Context: an optimization exercise on an open-source flow, tuned for a short achievable clock period and few clock cycles. The choices shown serve that exercise and are no tape-out recipe. Function was not checked in any run shown here: the RTL went through the layout flow alone. Power is estimated from default activity; no workload was simulated.

File: flow/config.mk
export PLATFORM = sky130hd
export DESIGN_NAME = cpu
export DESIGN_NICKNAME = cpu
export VERILOG_FILES = /design/flow/design.v
export SDC_FILE = /design/flow/constraint.sdc
export NUM_CORES = 4
export LEC_CHECK = 0
export ABC_CLOCK_PERIOD_IN_PS = 3000
export CAP_MARGIN = 20
export CORE_MARGIN = 2
export CORE_UTILIZATION = 40
export SETUP_SLACK_MARGIN = 4.0
export SLEW_MARGIN = 20
File: flow/constraint.sdc
create_clock -name core_clock -period 7.0 [get_ports {APB_PCLK}]
set_input_delay 1.4000 -clock core_clock [delete_from_list [all_inputs] [get_ports {APB_PCLK}]]
set_output_delay 1.4000 -clock core_clock [all_outputs]
set_load 0.01 [all_outputs]
File: flow/design.v
`timescale 1ns/1ps
package rv_isa_pkg;
	typedef enum logic [6:0] {
		OPC_OP     = 7'b0110011,  
		OPC_OP_IMM = 7'b0010011,  
		OPC_LUI    = 7'b0110111,
		OPC_LOAD   = 7'b0000011,
		OPC_STORE  = 7'b0100011,
		OPC_BRANCH = 7'b1100011,
		OPC_JAL    = 7'b1101111
	} opcode_e;
	typedef enum logic [2:0] {
		F3_ADD_BEQ_SB = 3'b000,
		F3_BNE_SH     = 3'b001,
		F3_SLT_SW     = 3'b010,
		F3_XOR        = 3'b100,
		F3_OR         = 3'b110,
		F3_AND        = 3'b111
	} funct3_e;
	typedef struct packed {
		logic [6:0] funct7;
		logic [4:0] rs2;
		logic [4:0] rs1;
		funct3_e    funct3;
		logic [4:0] rd;
		opcode_e    opcode;
	} r_fmt_t;
	typedef struct packed {
		logic [11:0] imm;
		logic [4:0]  rs1;
		funct3_e     funct3;
		logic [4:0]  rd;
		opcode_e     opcode;
	} i_fmt_t;
	typedef struct packed {
		logic [6:0] imm_hi;
		logic [4:0] rs2;
		logic [4:0] rs1;
		funct3_e    funct3;
		logic [4:0] imm_lo;
		opcode_e    opcode;
	} s_fmt_t;
	typedef struct packed {
		logic       imm_12;
		logic [5:0] imm_10_5;
		logic [4:0] rs2;
		logic [4:0] rs1;
		funct3_e    funct3;
		logic [3:0] imm_4_1;
		logic       imm_11;
		opcode_e    opcode;
	} b_fmt_t;
	typedef struct packed {
		logic [19:0] imm;
		logic [4:0]  rd;
		opcode_e     opcode;
	} u_fmt_t;
	typedef struct packed {
		logic       imm_20;
		logic [9:0] imm_10_1;
		logic       imm_11;
		logic [7:0] imm_19_12;
		logic [4:0] rd;
		opcode_e    opcode;
	} j_fmt_t;
	typedef union packed {
		r_fmt_t r_fmt;
		i_fmt_t i_fmt;
		s_fmt_t s_fmt;
		b_fmt_t b_fmt;
		u_fmt_t u_fmt;
		j_fmt_t j_fmt;
	} instr_u;
endpackage
`timescale 1ns/1ps
package cpu_ctrl_pkg;
	typedef enum logic [3:0] {
		S_IDLE,
		S_FETCH_SETUP,
		S_FETCH_ACCESS,
		S_DECODE,
		S_EXECUTE,
		S_MEM_SETUP,
		S_MEM_ACCESS,
		S_WRITEBACK,
		S_HALT
	} cpu_state_e;
	typedef enum logic [2:0] {
		ALU_ADD,
		ALU_SUB,
		ALU_AND,
		ALU_OR,
		ALU_XOR,
		ALU_SLT  
	} alu_op_e;
	typedef enum logic [1:0] {
		WB_ALU,
		WB_MEM,
		WB_PC4,
		WB_IMM
	} wb_sel_e;
endpackage
`timescale 1ns/1ps
`timescale 1ns/1ps
`timescale 1ns/1ps
`timescale 1ns/1ps
`timescale 1ns/1ps
module cpu (
	input  logic                       APB_PCLK,
	input  logic                       APB_PRESETn,
	output logic [32-1:0] paddr,
	output logic [32-1:0] pwdata,
	input  logic [32-1:0] prdata,
	output logic                       psel,
	output logic                       penable,
	output logic                       pwrite,
	output logic [3:0]                 pstrb,
	input  logic                       pready,
	output logic                       halted,
	output logic [32-1:0] pc
);
	logic s_idle, s_fs, s_fa, s_ms, s_ma, s_halt;
	logic psel_q, penable_q, pwrite_q;
	logic [31:0] iw;
	logic [6:0]  opc;
	logic [2:0]  f3;
	logic        d_op, d_opi, d_lui, d_ld, d_st, d_br, d_jal, d_mem, d_halt;
	assign iw   = prdata;
	assign opc  = iw[6:0];
	assign f3   = iw[14:12];
	assign d_op   = opc[4] & ~opc[2] & opc[5];
	assign d_opi  = opc[4] & ~opc[2] & ~opc[5];
	assign d_lui  = opc[4] & opc[2];
	assign d_ld   = ~opc[4] & ~opc[6] & ~opc[5];
	assign d_st   = ~opc[4] & ~opc[6] & opc[5];
	assign d_br   = ~opc[4] & opc[6] & ~opc[2];
	assign d_jal  = ~opc[4] & opc[6] & opc[2];
	assign d_mem  = ~opc[4] & ~opc[6];
	assign d_halt = (iw == 32'h0000_0000);
	logic fa_done, ma_done;
	assign fa_done = s_fa & pready;
	assign ma_done = s_ma & pready;
	logic [31:1][31:0] rf;
	logic [31:0][31:0] regs;
	logic [31:0] rs1_val, rs2_val;
	assign regs = {rf, 32'd0};
	assign rs1_val = regs[iw[19:15]];
	assign rs2_val = regs[iw[24:20]];
	logic [31:0] imm_i, imm_s, imm_u, imm_b, imm_j, imm_m;
	assign imm_i = {{20{iw[31]}}, iw[31:20]};
	assign imm_s = {{20{iw[31]}}, iw[31:25], iw[11:7]};
	assign imm_u = {iw[31:12], 12'b0};
	assign imm_b = {{19{iw[31]}}, iw[31], iw[7], iw[30:25], iw[11:8], 1'b0};
	assign imm_j = {{11{iw[31]}}, iw[31], iw[19:12], iw[20], iw[30:21], 1'b0};
	assign imm_m = opc[5] ? imm_s : imm_i;
	logic [31:0] pc_q;
	logic [31:0] pc_plus4;
	assign pc_plus4 = pc_q + 32'd4;
	logic        inv;
	logic [31:0] b_early;
	assign inv = (d_op & f3 == 3'b000 & iw[30]) | ((d_op | d_opi) & f3 == 3'b010);
	always_comb begin
		if (d_lui)      b_early = imm_u;
		else if (d_jal) b_early = pc_plus4;
		else            b_early = imm_i;
	end
	logic eq, take;
	assign eq   = (rs1_val == rs2_val);
	assign take = d_jal | (d_br & (eq ^ f3[0]));
	logic [16:0] alo;
	logic [15:0] ahi0, ahi1;
	assign alo  = {1'b0, rs1_val[15:0]} + {1'b0, imm_m[15:0]};
	assign ahi0 = rs1_val[31:16] + imm_m[31:16];
	assign ahi1 = rs1_val[31:16] + imm_m[31:16] + 16'd1;
	logic [3:0]  strb_c;
	logic [31:0] wdat_c;
	always_comb begin
		case (f3[1:0])
			2'b00:   strb_c = 4'b0001 << alo[1:0];
			2'b01:   strb_c = alo[1] ? 4'b1100 : 4'b0011;
			default: strb_c = 4'b1111;
		endcase
		case (f3[1:0])
			2'b00:   wdat_c = {4{rs2_val[7:0]}};
			2'b01:   wdat_c = {2{rs2_val[15:0]}};
			default: wdat_c = rs2_val;
		endcase
	end
	logic [31:0] a_q, b_q;
	logic        cin_q;
	logic        sel_sum_q, sel_slt_q, sel_xor_q, sel_or_q, sel_and_q, sel_b_q, sel_ld_q;
	logic        ld_q;
	logic [31:1] rd1h_q;
	logic [31:0] tgt_q, pc4_q;
	logic [15:0] alo_q, ahi0_q, ahi1_q;
	logic [31:0] wdat_q;
	logic [3:0]  strb_q;
	logic        as_tgt_q, as_pc4_q, as_mem_q, as_hi0_q, as_hi1_q;
	always_ff @(posedge APB_PCLK) begin
		if (fa_done) begin
			a_q   <= rs1_val;
			b_q   <= d_op ? (rs2_val ^ {32{inv}}) : (b_early ^ {32{inv}});
			cin_q <= inv;
			sel_sum_q <= (d_op | d_opi) & f3 == 3'b000;
			sel_slt_q <= (d_op | d_opi) & f3 == 3'b010;
			sel_xor_q <= (d_op | d_opi) & f3 == 3'b100;
			sel_or_q  <= (d_op | d_opi) & f3 == 3'b110;
			sel_and_q <= (d_op | d_opi) & f3 == 3'b111;
			sel_b_q   <= d_lui | d_jal;
			sel_ld_q  <= d_ld;
			ld_q      <= d_ld;
			for (int r = 1; r < 32; r++) rd1h_q[r] <= (iw[11:7] == 5'(r));
			tgt_q  <= pc_q + (d_jal ? imm_j : imm_b);
			alo_q  <= alo[15:0];
			ahi0_q <= ahi0;
			ahi1_q <= ahi1;
			wdat_q <= wdat_c;
			strb_q <= strb_c;
		end
	end
	always_ff @(posedge APB_PCLK) begin
		if (!APB_PRESETn) begin
			pc4_q    <= 32'h0000_0000;
			as_tgt_q <= 1'b0;
			as_pc4_q <= 1'b1;
			as_mem_q <= 1'b0;
			as_hi0_q <= 1'b0;
			as_hi1_q <= 1'b0;
		end else if (fa_done) begin
			pc4_q    <= pc_plus4;
			as_tgt_q <= ~d_mem & take;
			as_pc4_q <= ~d_mem & ~take;
			as_mem_q <= d_mem;
			as_hi0_q <= d_mem & ~alo[16];
			as_hi1_q <= d_mem & alo[16];
		end else if (ma_done) begin
			as_tgt_q <= 1'b0;
			as_pc4_q <= 1'b1;
			as_mem_q <= 1'b0;
			as_hi0_q <= 1'b0;
			as_hi1_q <= 1'b0;
		end
	end
	assign paddr = ({32{as_tgt_q}} & tgt_q) | ({32{as_pc4_q}} & pc4_q) |
		{({16{as_hi0_q}} & ahi0_q) | ({16{as_hi1_q}} & ahi1_q), {16{as_mem_q}} & alo_q};
	always_ff @(posedge APB_PCLK) begin
		if (s_fs) pc_q <= paddr;
	end
	logic [31:0] raw_q;
	logic [31:0] sum, res;
	logic        lt;
	assign sum = a_q + b_q + {31'd0, cin_q};
	assign lt  = (a_q[31] == b_q[31]) ? a_q[31] : sum[31];
	assign res = ({32{sel_sum_q}} & sum) |
		{31'd0, sel_slt_q & lt} |
		({32{sel_xor_q}} & (a_q ^ b_q)) |
		({32{sel_or_q}} & (a_q | b_q)) |
		({32{sel_and_q}} & (a_q & b_q)) |
		({32{sel_b_q}} & b_q) |
		({32{sel_ld_q}} & raw_q);
	logic go_alu_q, go_ld_q, go;
	assign go = go_alu_q | go_ld_q;
	always_ff @(posedge APB_PCLK) begin
		for (int r = 1; r < 32; r++) begin
			if (go & rd1h_q[r]) rf[r] <= res;
		end
	end
	always_ff @(posedge APB_PCLK) begin
		raw_q <= prdata;
	end
	logic n_fs, n_fa, n_ms, n_ma;
	assign n_fs = s_idle | (fa_done & ~d_halt & ~d_mem) | ma_done;
	assign n_fa = s_fs | (s_fa & ~pready);
	assign n_ms = fa_done & ~d_halt & d_mem;
	assign n_ma = s_ms | (s_ma & ~pready);
	always_ff @(posedge APB_PCLK) begin
		if (!APB_PRESETn) begin
			s_idle    <= 1'b1;
			s_fs      <= 1'b0;
			s_fa      <= 1'b0;
			s_ms      <= 1'b0;
			s_ma      <= 1'b0;
			s_halt    <= 1'b0;
			psel_q    <= 1'b0;
			penable_q <= 1'b0;
			pwrite_q  <= 1'b0;
			go_alu_q  <= 1'b0;
			go_ld_q   <= 1'b0;
		end else begin
			s_idle    <= 1'b0;
			s_fs      <= n_fs;
			s_fa      <= n_fa;
			s_ms      <= n_ms;
			s_ma      <= n_ma;
			s_halt    <= s_halt | (fa_done & d_halt);
			psel_q    <= n_fs | n_fa | n_ms | n_ma;
			penable_q <= n_fa | n_ma;
			pwrite_q  <= fa_done ? (d_st & ~d_halt) : ma_done ? 1'b0 : pwrite_q;
			go_alu_q  <= fa_done & ~d_halt & (d_op | d_opi | d_lui | d_jal);
			go_ld_q   <= ma_done & ld_q;
		end
	end
	assign psel    = psel_q;
	assign penable = penable_q;
	assign pwrite  = pwrite_q;
	assign halted  = s_halt;
	assign pc      = pc_q;
	assign pstrb   = strb_q;
	assign pwdata  = wdat_q;
endmodule
File: flow/run.sh
#!/bin/bash
# synth_recipe.tcl (not shown) runs the flow's synth.tcl, then flattens the netlist and writes it again
# the make line also repeats each setting of config.mk as NAME=value (left out here)
make -C /OpenROAD-flow-scripts/flow DESIGN_CONFIG=/design/flow/config.mk WORK_HOME=/design/flow/orfs CLKGATE_MAP_FILE= SYNTH_SCRIPT=/design/flow/synth_recipe.tcl finish
==> results.txt, run 1 <==
* Max stage delay cell, worst path: a221oi_4
* Vias per cell at 6.55
* Pleak at 0.0294 µW
* Critical Path, Cell by Cell: buf_16 > buf_6 > buf_16 > buf_8 > mux2i_4 > a221oi_4 > o31ai_4 > o22ai_4 > ha_1 > a21o_1 > a21oi_2 > o21bai_2 > a211oi_2 > buf_4 > o31ai_4 > o41ai_2 > buf_4 > buf_6 > buf_6 > xnor2_4 > and3_4 > nand3_2 > xnor2_1
* Critical R2R Launch: rf[144]$_DFFE_PP_
* Crit share post-route at 70.2%
* Full die area at 0.167 mm²
* Hold bufs inserted after CTS at 0
* Flop2flop setup slack at 2.69 ns
* Number of core rows at 148
* Initial antenna violation count at 8
* Area fraction of the dominant cell type after synthesis at 57.1%
* CTS tree: yes
* EDFF count, synth at 1,243
* Clk_skew at 0.0420 ns
* FF-to-FF End: ahi1_q[15]$_DFFE_PP_
* Routed WL at 254,000 µm
* Reg clk slew, reported paths at 0.06 ns
* Pre-CTS setup slack at 0.458 ns
* Violated checks: max-capacitance violations, max-slew violations
* Clock Sinks at 1,323
* Crit-path most repeated cell: buf_6
* Starting density of the core at 40.2%
* Slew headroom at -2.11%
* Inserted Diodes at 0
* Worst EP arrival at 5.45 ns
* Routed wire per std cell at 35.4 µm
* Gr ovfl total at 0
* Min-Delay Path Class: flop to flop
* Final Hold Violating Endpoints at 0
* Top_reg_cell synth: edfxtp_1
* Most common library cells after synthesis: 1,243 x edfxtp_1, 388 x mux4_2, 210 x mux2i_1
* Final min period at 4.91 ns
* Share of cells above drive strength 1 at 36.4%
* CTS H-tree lvls at 4
* Final HPWL DP at 139,000 µm
* Die height at 408 µm
* Die span in x at 408 µm
* Total CTS buffers at 144
* Final Cell Area at 0.0838 mm²
* Synthesized area per cell at 15.4 µm²
* Tot GR Track Use at 29.4%
* Top-count cell post-synth: edfxtp_1
* Final TNS setup at 0 ns
* Port bufs at 138
* Fmax at 0.204 GHz
* Crit-path max FO at 6
* Worst Hold Launch: pc4_q[1]$_SDFFE_PN0P_
* Fraction of registers with async set/reset at 0%
* Worst Tran Pin Value at 1.53 ns
* Outcome: failed layout checks
* Synth cell types at 83
* Hold path cells at 2
* First-pass GRT wire length at 346,000 µm
* CP required at 7.54 ns
* Via count of the routed design at 47,100
* Synth Instances at 4,232
* Worst Reg-to-Reg Cells at 17
* CP Buf/Inv Count at 8
* RSZ-0062 raised after global routing: true
* Clk Latency, worst-skew pair at 0.81 ns
* Placed cell area at 0.0703 mm²
* Antenna viol nets, final at 0
* Synth area leader: edfxtp_1
* Max VDD drop at 0.000220 V
* Critical path's top delay family: compound AO/OA/AOI/OAI gates
* Post-Syn Area at 0.0654 mm²
* YS warnings at 1
* Sequential share of the synthesized area at 59.6%
* Drt pass-1 iters at 8
* IO Count at 139
* Synth area leaders: edfxtp_1 57%, mux4_2 13%, mux2i_1 3.2%
* Root buf cell: clkbuf_16
* Crit end category: flop
* Worst hold margin at 0.460 ns
* Hold Path End: pc4_q[1]$_SDFFE_PN0P_
* Setup CP Type: input port to flop
* Count of final setup violators at 0
* Core area at 0.163 mm²
* Vias in the first global route at 45,000
* Pwr dens at 236 mW/mm²
* Max-cap violation count at 1
* Total power at 19,800 µW
* Gp weighted congestion at 0.894
* CP max stage delay at 0.38 ns
* Startpoint Class: input port
* DRC viols at 0
* Largest net degree at the start of global routing at 64
* Final Max Slew Viols at 9
* Syn-to-layout area delta at 28.1%
* Iteration-0 DRC Markers at 7,696
* Final worst slack at 2.09 ns
* Final net count at 5,075
* Max clock buf depth at 3
* #FFs+latches synth at 1,323
* Syn nets at 4,399
cell type report:
| type | count | area, µm² |
|---|---|---|
| fillers | 13200 | 78800 |
| clock inverters | 84 | 805 |
| repair inverters | 1 | 8.76 |
| multi-input cells | 2514 | 27700 |
| flip-flops and latches | 1323 | 38900 |
| inverters | 142 | 571 |
| clock buffers | 177 | 3840 |
| repair buffers | 782 | 9150 |
| well taps | 2175 | 2720 |
sequential cells by signal (all words and copies together), names as in the netlist, 4 cells and up:
name	count
rf	992
a_q	32
b_q	32
pc4_q	32
pc_q	32
raw_q	32
tgt_q	32
wdat_q	32
rd1h_q	31
ahi0_q	16
ahi1_q	16
alo_q	16
strb_q	4
kinds of logic (layout without fill, tap and decap cells):
kind of cell | Yosys count | in the layout | synth area share [%]
buffers and inverters | 419 | 1186 | 3.42
XOR/XNOR | 169 | 169 | 2.26
AO/OA/AOI/OAI | 858 | 866 | 9.13
multiplexers | 678 | 678 | 18.3
AND/OR/NAND/NOR | 653 | 669 | 4.75
flip-flops | 1323 | 1323 | 59.6
adder cells (fa/ha/maj) | 132 | 132 | 2.58
where the power goes:
| group | leakage, µW | internal, µW | switching, µW |
|---|---|---|---|
| Clock | 0.00225 | 4360 | 3290 |
| Sequential | 0.0118 | 8810 | 45.3 |
| Combinational | 0.0153 | 1430 | 1820 |
| Total | 0.0294 | 14600 | 5150 |
routing by layer:
| layer | routed length, µm | vias to the layer above | part of all wire (%) | global-route usage, % |
|---|---|---|---|---|
| met5 | 46 | - | 0.018 | 0 |
| li1 | - | 18600 | - | - |
| met4 | 16300 | 6 | 6.4 | 15.6 |
| met2 | 112000 | 3582 | 44 | 44.3 |
| met3 | 32600 | 771 | 13 | 7.83 |
| met1 | 93200 | 24200 | 37 | 38.9 |
worst max path at each step:
stage	startpoint	to	slack, ns	depth (start not counted)
2_1_floorplan	prdata[15]	ahi1_q[15]$_DFFE_PP_	1.47	21
3_3_place_gp	prdata[15]	as_hi0_q$_SDFFE_PN0P_	0.38	17
3_5_place_dp	prdata[15]	as_hi0_q$_SDFFE_PN0P_	0.46	17
4_1_cts	prdata[15]	ahi1_q[15]$_DFFE_PP_	2.26	19
5_1_grt	prdata[15]	ahi1_q[15]$_DFFE_PP_	2.00	23
6_report	prdata[15]	ahi1_q[15]$_DFFE_PP_	2.09	23
worst register-to-register path, cell delays in order, from the launching register on:
cell and delay [ns]:
edfxtp_1 0.40, mux4_2 0.47, a22oi_2 0.18, o31a_1 0.22, o22ai_4 0.16, ha_4 0.22
fa_2 0.34, a21o_1 0.21, a21oi_2 0.18, o21bai_2 0.09, a211oi_2 0.27, o31ai_2 0.14
o41ai_2 0.41, o21bai_1 0.15, a21oi_2 0.20, xnor2_2 0.17, nand3_2 0.11, xnor2_1 0.14
repair_timing:
item / in CTS / in global routing
setup endpoints to repair: 1196 / 928
setup buffers: 273 / 94
pin swaps: 167 / 127
gates resized for setup: 740 / 285
cloned: 64 / 29
layout by cell type, fill, tap and decap left out, types with 40 or more instances in the layout:
cell and instances:
edfxtp_1 1243, dlygate4sd2_1 77, inv_1 128, a21o_1 43
a22oi_1 87, ha_1 95, xor2_1 41, nor2_1 170
mux2_2 59, o22ai_1 56, buf_16 40, o21ai_0 54
mux2i_1 208, mux4_2 390, nand3_1 46, a211oi_1 45
buf_4 348, dfxtp_1 75, xnor2_1 91, nand2_1 150
buf_6 157, a221oi_1 61, a21oi_1 146, buf_12 75
clkbuf_16 167
stage by stage:
step | util (%) | std cells
final | 51.5 | 7198
after global routing | 51.5 | 7198
after CTS | 49.9 | 7070
after detailed placement | 43.2 | 6472
after global placement | 43.2 | 6471
after floorplan | - | 4232
==> run 2, diff against run 1 <==
--- a/flow/design.v
+++ b/flow/design.v
@@ -101,6 +101,33 @@
 	} wb_sel_e;
 endpackage
 `timescale 1ns/1ps
+module ks_add32 (
+	input  logic [31:0] a,
+	input  logic [31:0] b,
+	input  logic        cin,
+	output logic [31:0] s,
+	output logic        cout
+);
+	logic [31:0] g [0:5];
+	logic [31:0] p [0:5];
+	logic [31:0] c;
+	assign g[0] = {a[31:1] & b[31:1], (a[0] & b[0]) | ((a[0] ^ b[0]) & cin)};
+	assign p[0] = a ^ b;
+	for (genvar l = 0; l < 5; l++) begin : lvl
+		for (genvar i = 0; i < 32; i++) begin : bitl
+			if (i >= (1 << l)) begin : comb
+				assign g[l + 1][i] = g[l][i] | (p[l][i] & g[l][i - (1 << l)]);
+				assign p[l + 1][i] = p[l][i] & p[l][i - (1 << l)];
+			end else begin : pass
+				assign g[l + 1][i] = g[l][i];
+				assign p[l + 1][i] = p[l][i];
+			end
+		end
+	end
+	assign c    = {g[5][30:0], cin};
+	assign s    = p[0] ^ c;
+	assign cout = g[5][31];
+endmodule
 `timescale 1ns/1ps
 `timescale 1ns/1ps
 `timescale 1ns/1ps
@@ -155,7 +182,7 @@
 	assign imm_m = opc[5] ? imm_s : imm_i;
 	logic [31:0] pc_q;
 	logic [31:0] pc_plus4;
-	assign pc_plus4 = pc_q + 32'd4;
+	ks_add32 u_padd (.a(pc_q), .b(32'd4), .cin(1'b0), .s(pc_plus4), .cout());
 	logic        inv;
 	logic [31:0] b_early;
 	assign inv = (d_op & f3 == 3'b000 & iw[30]) | ((d_op | d_opi) & f3 == 3'b010);
@@ -167,17 +194,16 @@
 	logic eq, take;
 	assign eq   = (rs1_val == rs2_val);
 	assign take = d_jal | (d_br & (eq ^ f3[0]));
-	logic [16:0] alo;
-	logic [15:0] ahi0, ahi1;
-	assign alo  = {1'b0, rs1_val[15:0]} + {1'b0, imm_m[15:0]};
-	assign ahi0 = rs1_val[31:16] + imm_m[31:16];
-	assign ahi1 = rs1_val[31:16] + imm_m[31:16] + 16'd1;
+	logic [31:0] maddr;
+	ks_add32 u_madd (.a(rs1_val), .b(imm_m), .cin(1'b0), .s(maddr), .cout());
+	logic [31:0] tgt_c;
+	ks_add32 u_tadd (.a(pc_q), .b(d_jal ? imm_j : imm_b), .cin(1'b0), .s(tgt_c), .cout());
 	logic [3:0]  strb_c;
 	logic [31:0] wdat_c;
 	always_comb begin
 		case (f3[1:0])
-			2'b00:   strb_c = 4'b0001 << alo[1:0];
-			2'b01:   strb_c = alo[1] ? 4'b1100 : 4'b0011;
+			2'b00:   strb_c = 4'b0001 << maddr[1:0];
+			2'b01:   strb_c = maddr[1] ? 4'b1100 : 4'b0011;
 			default: strb_c = 4'b1111;
 		endcase
 		case (f3[1:0])
@@ -191,11 +217,10 @@
 	logic        sel_sum_q, sel_slt_q, sel_xor_q, sel_or_q, sel_and_q, sel_b_q, sel_ld_q;
 	logic        ld_q;
 	logic [31:1] rd1h_q;
-	logic [31:0] tgt_q, pc4_q;
-	logic [15:0] alo_q, ahi0_q, ahi1_q;
+	logic [31:0] maddr_q;
 	logic [31:0] wdat_q;
 	logic [3:0]  strb_q;
-	logic        as_tgt_q, as_pc4_q, as_mem_q, as_hi0_q, as_hi1_q;
+	logic        mem_q;
 	always_ff @(posedge APB_PCLK) begin
 		if (fa_done) begin
 			a_q   <= rs1_val;
@@ -210,46 +235,26 @@
 			sel_ld_q  <= d_ld;
 			ld_q      <= d_ld;
 			for (int r = 1; r < 32; r++) rd1h_q[r] <= (iw[11:7] == 5'(r));
-			tgt_q  <= pc_q + (d_jal ? imm_j : imm_b);
-			alo_q  <= alo[15:0];
-			ahi0_q <= ahi0;
-			ahi1_q <= ahi1;
-			wdat_q <= wdat_c;
-			strb_q <= strb_c;
+			maddr_q <= maddr;
+			wdat_q  <= wdat_c;
+			strb_q  <= strb_c;
 		end
 	end
 	always_ff @(posedge APB_PCLK) begin
 		if (!APB_PRESETn) begin
-			pc4_q    <= 32'h0000_0000;
-			as_tgt_q <= 1'b0;
-			as_pc4_q <= 1'b1;
-			as_mem_q <= 1'b0;
-			as_hi0_q <= 1'b0;
-			as_hi1_q <= 1'b0;
-		end else if (fa_done) begin
-			pc4_q    <= pc_plus4;
-			as_tgt_q <= ~d_mem & take;
-			as_pc4_q <= ~d_mem & ~take;
-			as_mem_q <= d_mem;
-			as_hi0_q <= d_mem & ~alo[16];
-			as_hi1_q <= d_mem & alo[16];
-		end else if (ma_done) begin
-			as_tgt_q <= 1'b0;
-			as_pc4_q <= 1'b1;
-			as_mem_q <= 1'b0;
-			as_hi0_q <= 1'b0;
-			as_hi1_q <= 1'b0;
+			pc_q  <= 32'h0000_0000;
+			mem_q <= 1'b0;
+		end else begin
+			if (fa_done & ~d_halt) pc_q <= take ? tgt_c : pc_plus4;
+			if (fa_done) mem_q <= d_mem & ~d_halt;
+			else if (ma_done) mem_q <= 1'b0;
 		end
 	end
-	assign paddr = ({32{as_tgt_q}} & tgt_q) | ({32{as_pc4_q}} & pc4_q) |
-		{({16{as_hi0_q}} & ahi0_q) | ({16{as_hi1_q}} & ahi1_q), {16{as_mem_q}} & alo_q};
-	always_ff @(posedge APB_PCLK) begin
-		if (s_fs) pc_q <= paddr;
-	end
+	assign paddr = mem_q ? maddr_q : pc_q;
 	logic [31:0] raw_q;
 	logic [31:0] sum, res;
 	logic        lt;
-	assign sum = a_q + b_q + {31'd0, cin_q};
+	ks_add32 u_alu_add (.a(a_q), .b(b_q), .cin(cin_q), .s(sum), .cout());
 	assign lt  = (a_q[31] == b_q[31]) ? a_q[31] : sum[31];
 	assign res = ({32{sel_sum_q}} & sum) |
 		{31'd0, sel_slt_q & lt} |
==> flow/config.mk (replaced) <==
export PLATFORM = sky130hd
export DESIGN_NAME = cpu
export DESIGN_NICKNAME = cpu
export VERILOG_FILES = /design/flow/design.v
export SDC_FILE = /design/flow/constraint.sdc
export NUM_CORES = 4
export LEC_CHECK = 0
export ABC_CLOCK_PERIOD_IN_PS = 2500
export CAP_MARGIN = 20
export CORE_MARGIN = 2
export CORE_UTILIZATION = 55
export SETUP_SLACK_MARGIN = 4.0
export SLEW_MARGIN = 20
==> run 2 against run 1 <==
Die area shrank 29%. Largest cell class unchanged. Highest routed layer unchanged. Register-to-register slack gained 0.03 ns. Global-route usage grew 16 points. Still fails the layout checks on max-capacitance violations, max-slew violations. Via count grew 6.0%.
==> results.txt, run 2 <==
* Top-count cell post-synth: edfxtp_1 (unchanged)
* Iteration-0 DRC Markers at 7,739 (was 7,696)
* Multi-input gate area at 0.0299 mm² (was 0.0277 mm²)
* Most common library cells after synthesis: 1,163 x edfxtp_1, 320 x mux4_2, 276 x nand2_1 (was 1,243 x edfxtp_1, 388 x mux4_2, 210 x mux2i_1)
* Worst Reg-to-Reg Cells at 19 (was 17)
* CTS tree: yes (unchanged)
* Antenna viol nets, final at 0 (unchanged)
* Top_reg_cell synth: edfxtp_1 (unchanged)
* Commonest non-fill, non-tap cell in the layout: edfxtp_1 (unchanged)
* Drt pass-1 iters at 7 (was 8)
* CTS H-tree lvls at 4 (unchanged)
* Via count of the routed design at 50,000 (was 47,100)
* Max VDD drop at 0.000223 V (was 0.000220 V)
* Flop2flop setup slack at 2.72 ns (was 2.69 ns)
* Max-cap violation count at 1 (unchanged)
* EDFF count, synth at 1,163 (was 1,243)
* Root buf cell: clkbuf_16 (unchanged)
* Syn-to-layout area delta at 31.3% (was 28.1%)
* Syn nets at 4,600 (was 4,399)
* Gp weighted congestion at 1.00 (was 0.894)
* CP required at 7.63 ns (was 7.54 ns)
* Pre-CTS setup slack at 0.461 ns (was 0.458 ns)
* Port bufs at 137 (was 138)
* Met3 Routed Length at 42,000 µm (was 32,600 µm)
* Clk Latency, worst-skew pair at 0.79 ns (was 0.81 ns)
* Pleak at 0.0302 µW (was 0.0294 µW)
* Final Hold Violating Endpoints at 0 (unchanged)
* Layout Utilization at 72.5% (was 51.5%)
* RSZ-0062 raised after global routing: true (unchanged)
* Met2 WL at 119,000 µm (was 112,000 µm)
* Clock network power share at 38.3% (was 38.7%)
* Area fraction of the dominant cell type after synthesis at 54.7% (was 57.1%)
* Post-Syn Area at 0.0639 mm² (was 0.0654 mm²)
* M1 WL at 93,800 µm (was 93,200 µm)
* Worst EP arrival at 5.55 ns (was 5.45 ns)
* Crit end category: flop (unchanged)
* Total CTS buffers at 136 (was 144)
* Die span in x at 345 µm (was 408 µm)
* YS warnings at 4 (was 1)
* Final Max Slew Viols at 5 (was 9)
* Synthesized area per cell at 14.4 µm² (was 15.4 µm²)
* Layout fillers at 7,490 (was 13,200)
* Core area at 0.116 mm² (was 0.163 mm²)
* Synth cell types at 90 (was 83)
* Crit-path max FO at 10 (was 6)
* Fraction of registers with async set/reset at 0% (unchanged)
* DRC viols at 0 (unchanged)
* Vias in the first global route at 46,400 (was 45,000)
* Clock Sinks at 1,238 (was 1,323)
* Sw Ratio at 27.0% (was 26.1%)
* Pint at 13,700 µW (was 14,600 µW)
* Hold Path End: s_halt$_SDFF_PN0_ (was pc4_q[1]$_SDFFE_PN0P_)
* Final worst slack at 2.07 ns (was 2.09 ns)
* Min-Delay Path Class: flop to flop (unchanged)
* Count of final setup violators at 0 (unchanged)
* Critical R2R Launch: rf[224]$_DFFE_PP_ (was rf[144]$_DFFE_PP_)
* Synth area leaders: edfxtp_1 55%, mux4_2 11%, mux2i_1 3.5% (was edfxtp_1 57%, mux4_2 13%, mux2i_1 3.2%)
* Crit share post-route at 70.4% (was 70.2%)
* Die height at 345 µm (was 408 µm)
* Synth area leader: edfxtp_1 (unchanged)
* Sequential share of the synthesized area at 57.0% (was 59.6%)
* Routed wire per std cell at 40.5 µm (was 35.4 µm)
* Final min period at 4.93 ns (was 4.91 ns)
* Largest net degree at the start of global routing at 82 (was 64)
* Vias per cell at 7.29 (was 6.55)
* Pwr dens at 224 mW/mm² (was 236 mW/mm²)
* Largest register FFs at 992 (unchanged)
* Slew headroom at -45.5% (was -2.11%)
* Worst Tran Pin Value at 2.16 ns (was 1.53 ns)
* Share of cells above drive strength 1 at 40.6% (was 36.4%)
* Gr ovfl total at 0 (unchanged)
* Final net count at 5,368 (was 5,075)
* Top Metal Used: met5 (unchanged)
* Number of core rows at 125 (was 148)
* Routed WL at 277,000 µm (was 254,000 µm)
* Initial antenna violation count at 16 (was 8)
* Sequential fraction of design power at 43.8% (was 44.8%)
* Fmax at 0.203 GHz (was 0.204 GHz)
* Switching power at 5080 µW (was 5150 µW)
* Largest Register: rf (unchanged)
* First-pass GRT wire length at 364,000 µm (was 346,000 µm)
* Synth Instances at 4,435 (was 4,232)
* Hold bufs inserted after CTS at 0 (unchanged)
* Full die area at 0.119 mm² (was 0.167 mm²)
* Outcome: failed layout checks (unchanged)
* Hold path cells at 1 (was 2)
* Startpoint Class: input port (unchanged)
* Most frequent cells in the layout: 1,163 x edfxtp_1, 412 x buf_4, 334 x mux4_2, 254 x nand2_1, 204 x mux2i_1 (was 1,243 x edfxtp_1, 390 x mux4_2, 348 x buf_4, 208 x mux2i_1, 170 x nor2_1)
* Clk_skew at 0.0404 ns (was 0.0420 ns)
* #FFs+latches synth at 1,238 (was 1,323)
* Register area at 0.0365 mm² (was 0.0389 mm²)
* Reg clk slew, reported paths at 0.06 ns (about the same)
* Starting density of the core at 55.2% (was 40.2%)
* Max clock buf depth at 3 (unchanged)
* Setup CP Type: input port to flop (unchanged)
* Combinational share of power at 17.9% (was 16.4%)
* FF-to-FF End: maddr_q[30]$_DFFE_PP_ (was ahi1_q[15]$_DFFE_PP_)
* Final TNS setup at 0 ns (unchanged)
* Worst hold margin at 0.466 ns (was 0.460 ns)
* IO Count at 139 (unchanged)
* Violated checks: max-capacitance violations, max-slew violations (unchanged)
* Worst Hold Launch: s_halt$_SDFF_PN0_ (was pc4_q[1]$_SDFFE_PN0P_)
* Final HPWL DP at 153,000 µm (was 139,000 µm)
* Tot GR Track Use at 44.9% (was 29.4%)
-- run 2: cell count changes after synthesis, moves of 39 or more --
| cell | previous run | this run |
|---|---|---|
| o21ai_0 | 73 | 173 |
| mux2_2 | 64 | 161 |
| a21oi_1 | 198 | 159 |
| mux4_2 | 388 | 320 |
| nand2_1 | 176 | 276 |
| edfxtp_1 | 1243 | 1163 |
| xnor2_1 | 116 | 77 |
| a22oi_1 | 112 | 59 |
-- run 2: cells by family after synthesis --
kind of cell | after synthesis | synth area share, %
compound gates | 901 | 9.70
other cells | 1 | 0.00587
fa+ha+maj | 130 | 2.59
buf+inv | 432 | 3.51
mux | 729 | 18.6
xor+xnor | 137 | 1.88
simple gates | 867 | 6.68
flops | 1238 | 57.0
-- run 2: worst max path at each step --
stage                           from  slack [ns]                    end
after global routing      prdata[16]        2.02  maddr_q[30]$_DFFE_PP_
final                     prdata[16]        2.07  maddr_q[30]$_DFFE_PP_
after global placement    prdata[19]        0.26  maddr_q[30]$_DFFE_PP_
after CTS                 prdata[15]        2.22   pc_q[7]$_SDFFE_PN0P_
after floorplan           prdata[15]        1.58  maddr_q[31]$_DFFE_PP_
after detailed placement  prdata[19]        0.46  maddr_q[31]$_DFFE_PP_
-- run 2: layout make-up --
class                           count  area share (%)
Sequential cell                  1238            43.6
Multi-Input combinational cell   2803            35.6
Timing Repair Buffer              892            12.6
Clock buffer                      164            4.21
Tap cell                         1524            2.27
Clock inverter                     83            1.01
Inverter                          131           0.649
Antenna cell                       18          0.0537
Timing Repair inverter              1         0.00597
-- run 2: worst max-delay path, cell delays in order --
cell       delay (ns)
buf_16           0.13
nor4bb_4         0.18
buf_4            0.16
o2bb2ai_2        0.12
a211oi_2         0.28
nand4_1          0.30
inv_2            0.18
ha_4             0.15
inv_2            0.04
fa_2             0.39
nor2b_1          0.12
o21a_1           0.17
o21ai_2          0.08
a21oi_2          0.21
o2111ai_2        0.20
a21oi_2          0.25
o2111ai_2        0.17
a211o_1          0.36
and3_4           0.16
or4_4            0.40
o211ai_1         0.09
-- run 2: stage by stage --
step	cells	instance area, µm²	power [µW]
global placement	6023	68600	10600
finish	6854	83900	18800
CTS	6623	79900	18300
global route	6839	83800	19200
detailed placement	6025	68600	10600
floorplan	4435	65400	9800
-- run 2: power groups by stage --
stage | clock network [µW] | registers (µW) | logic (µW)
after floorplan | 0 | 8400 | 1400
after global placement | 0 | 8420 | 2200
after detailed placement | 0 | 8420 | 2210
after CTS | 7200 | 8250 | 2870
after global routing | 7500 | 8250 | 3430
final | 7200 | 8250 | 3370
-- run 2: repair_timing --
item / in CTS / in global routing
setup endpoints to repair: 1279 / 1113
buffers inserted: 279 / 165
pin swaps: 169 / 180
gates cloned: 72 / 32
gates resized for setup: 814 / 487
-- run 2: per-layer routing --
layer / vias up / track usage [%]
li1: 19500 / -
met1: 25200 / 57.3
met2: 4181 / 66.1
met3: 1080 / 15.3
met4: 10 / 28.5
met5: - / 0

[separate check: timing with driven ports]
How much do the figures lean on ideal ports? The routed layouts below were timed once more, with nothing changed but the port constraints.
Step 1, drivers: a clkbuf_16 drives APB_PCLK and a buf_2 each remaining input, both assumed.
Step 2 also shifts input and output timing later by t, the mid clock arrival at the registers, as if the neighbouring blocks saw the same clock.
Slacks: no drivers / after step 1 / after step 2; pairs: no drivers / after step 1.
| run | shift t [ns] | slack for setup (ns) | latest minus earliest clock arrival (ns) | worst data-port slew with drivers (ns) |
|---|---|---|---|---|
| run 1 | 0.872 | 2.087 / 1.819 / 0.947 | 0.042 / 0.042 | 0.58 |
| run 2 | 0.839 | 2.074 / 1.750 / 0.911 | 0.042 / 0.042 | 0.51 |
For run 2, which loses most, drivers alone change the setup slack by -0.324 ns; drivers and shift together by -1.163 ns.
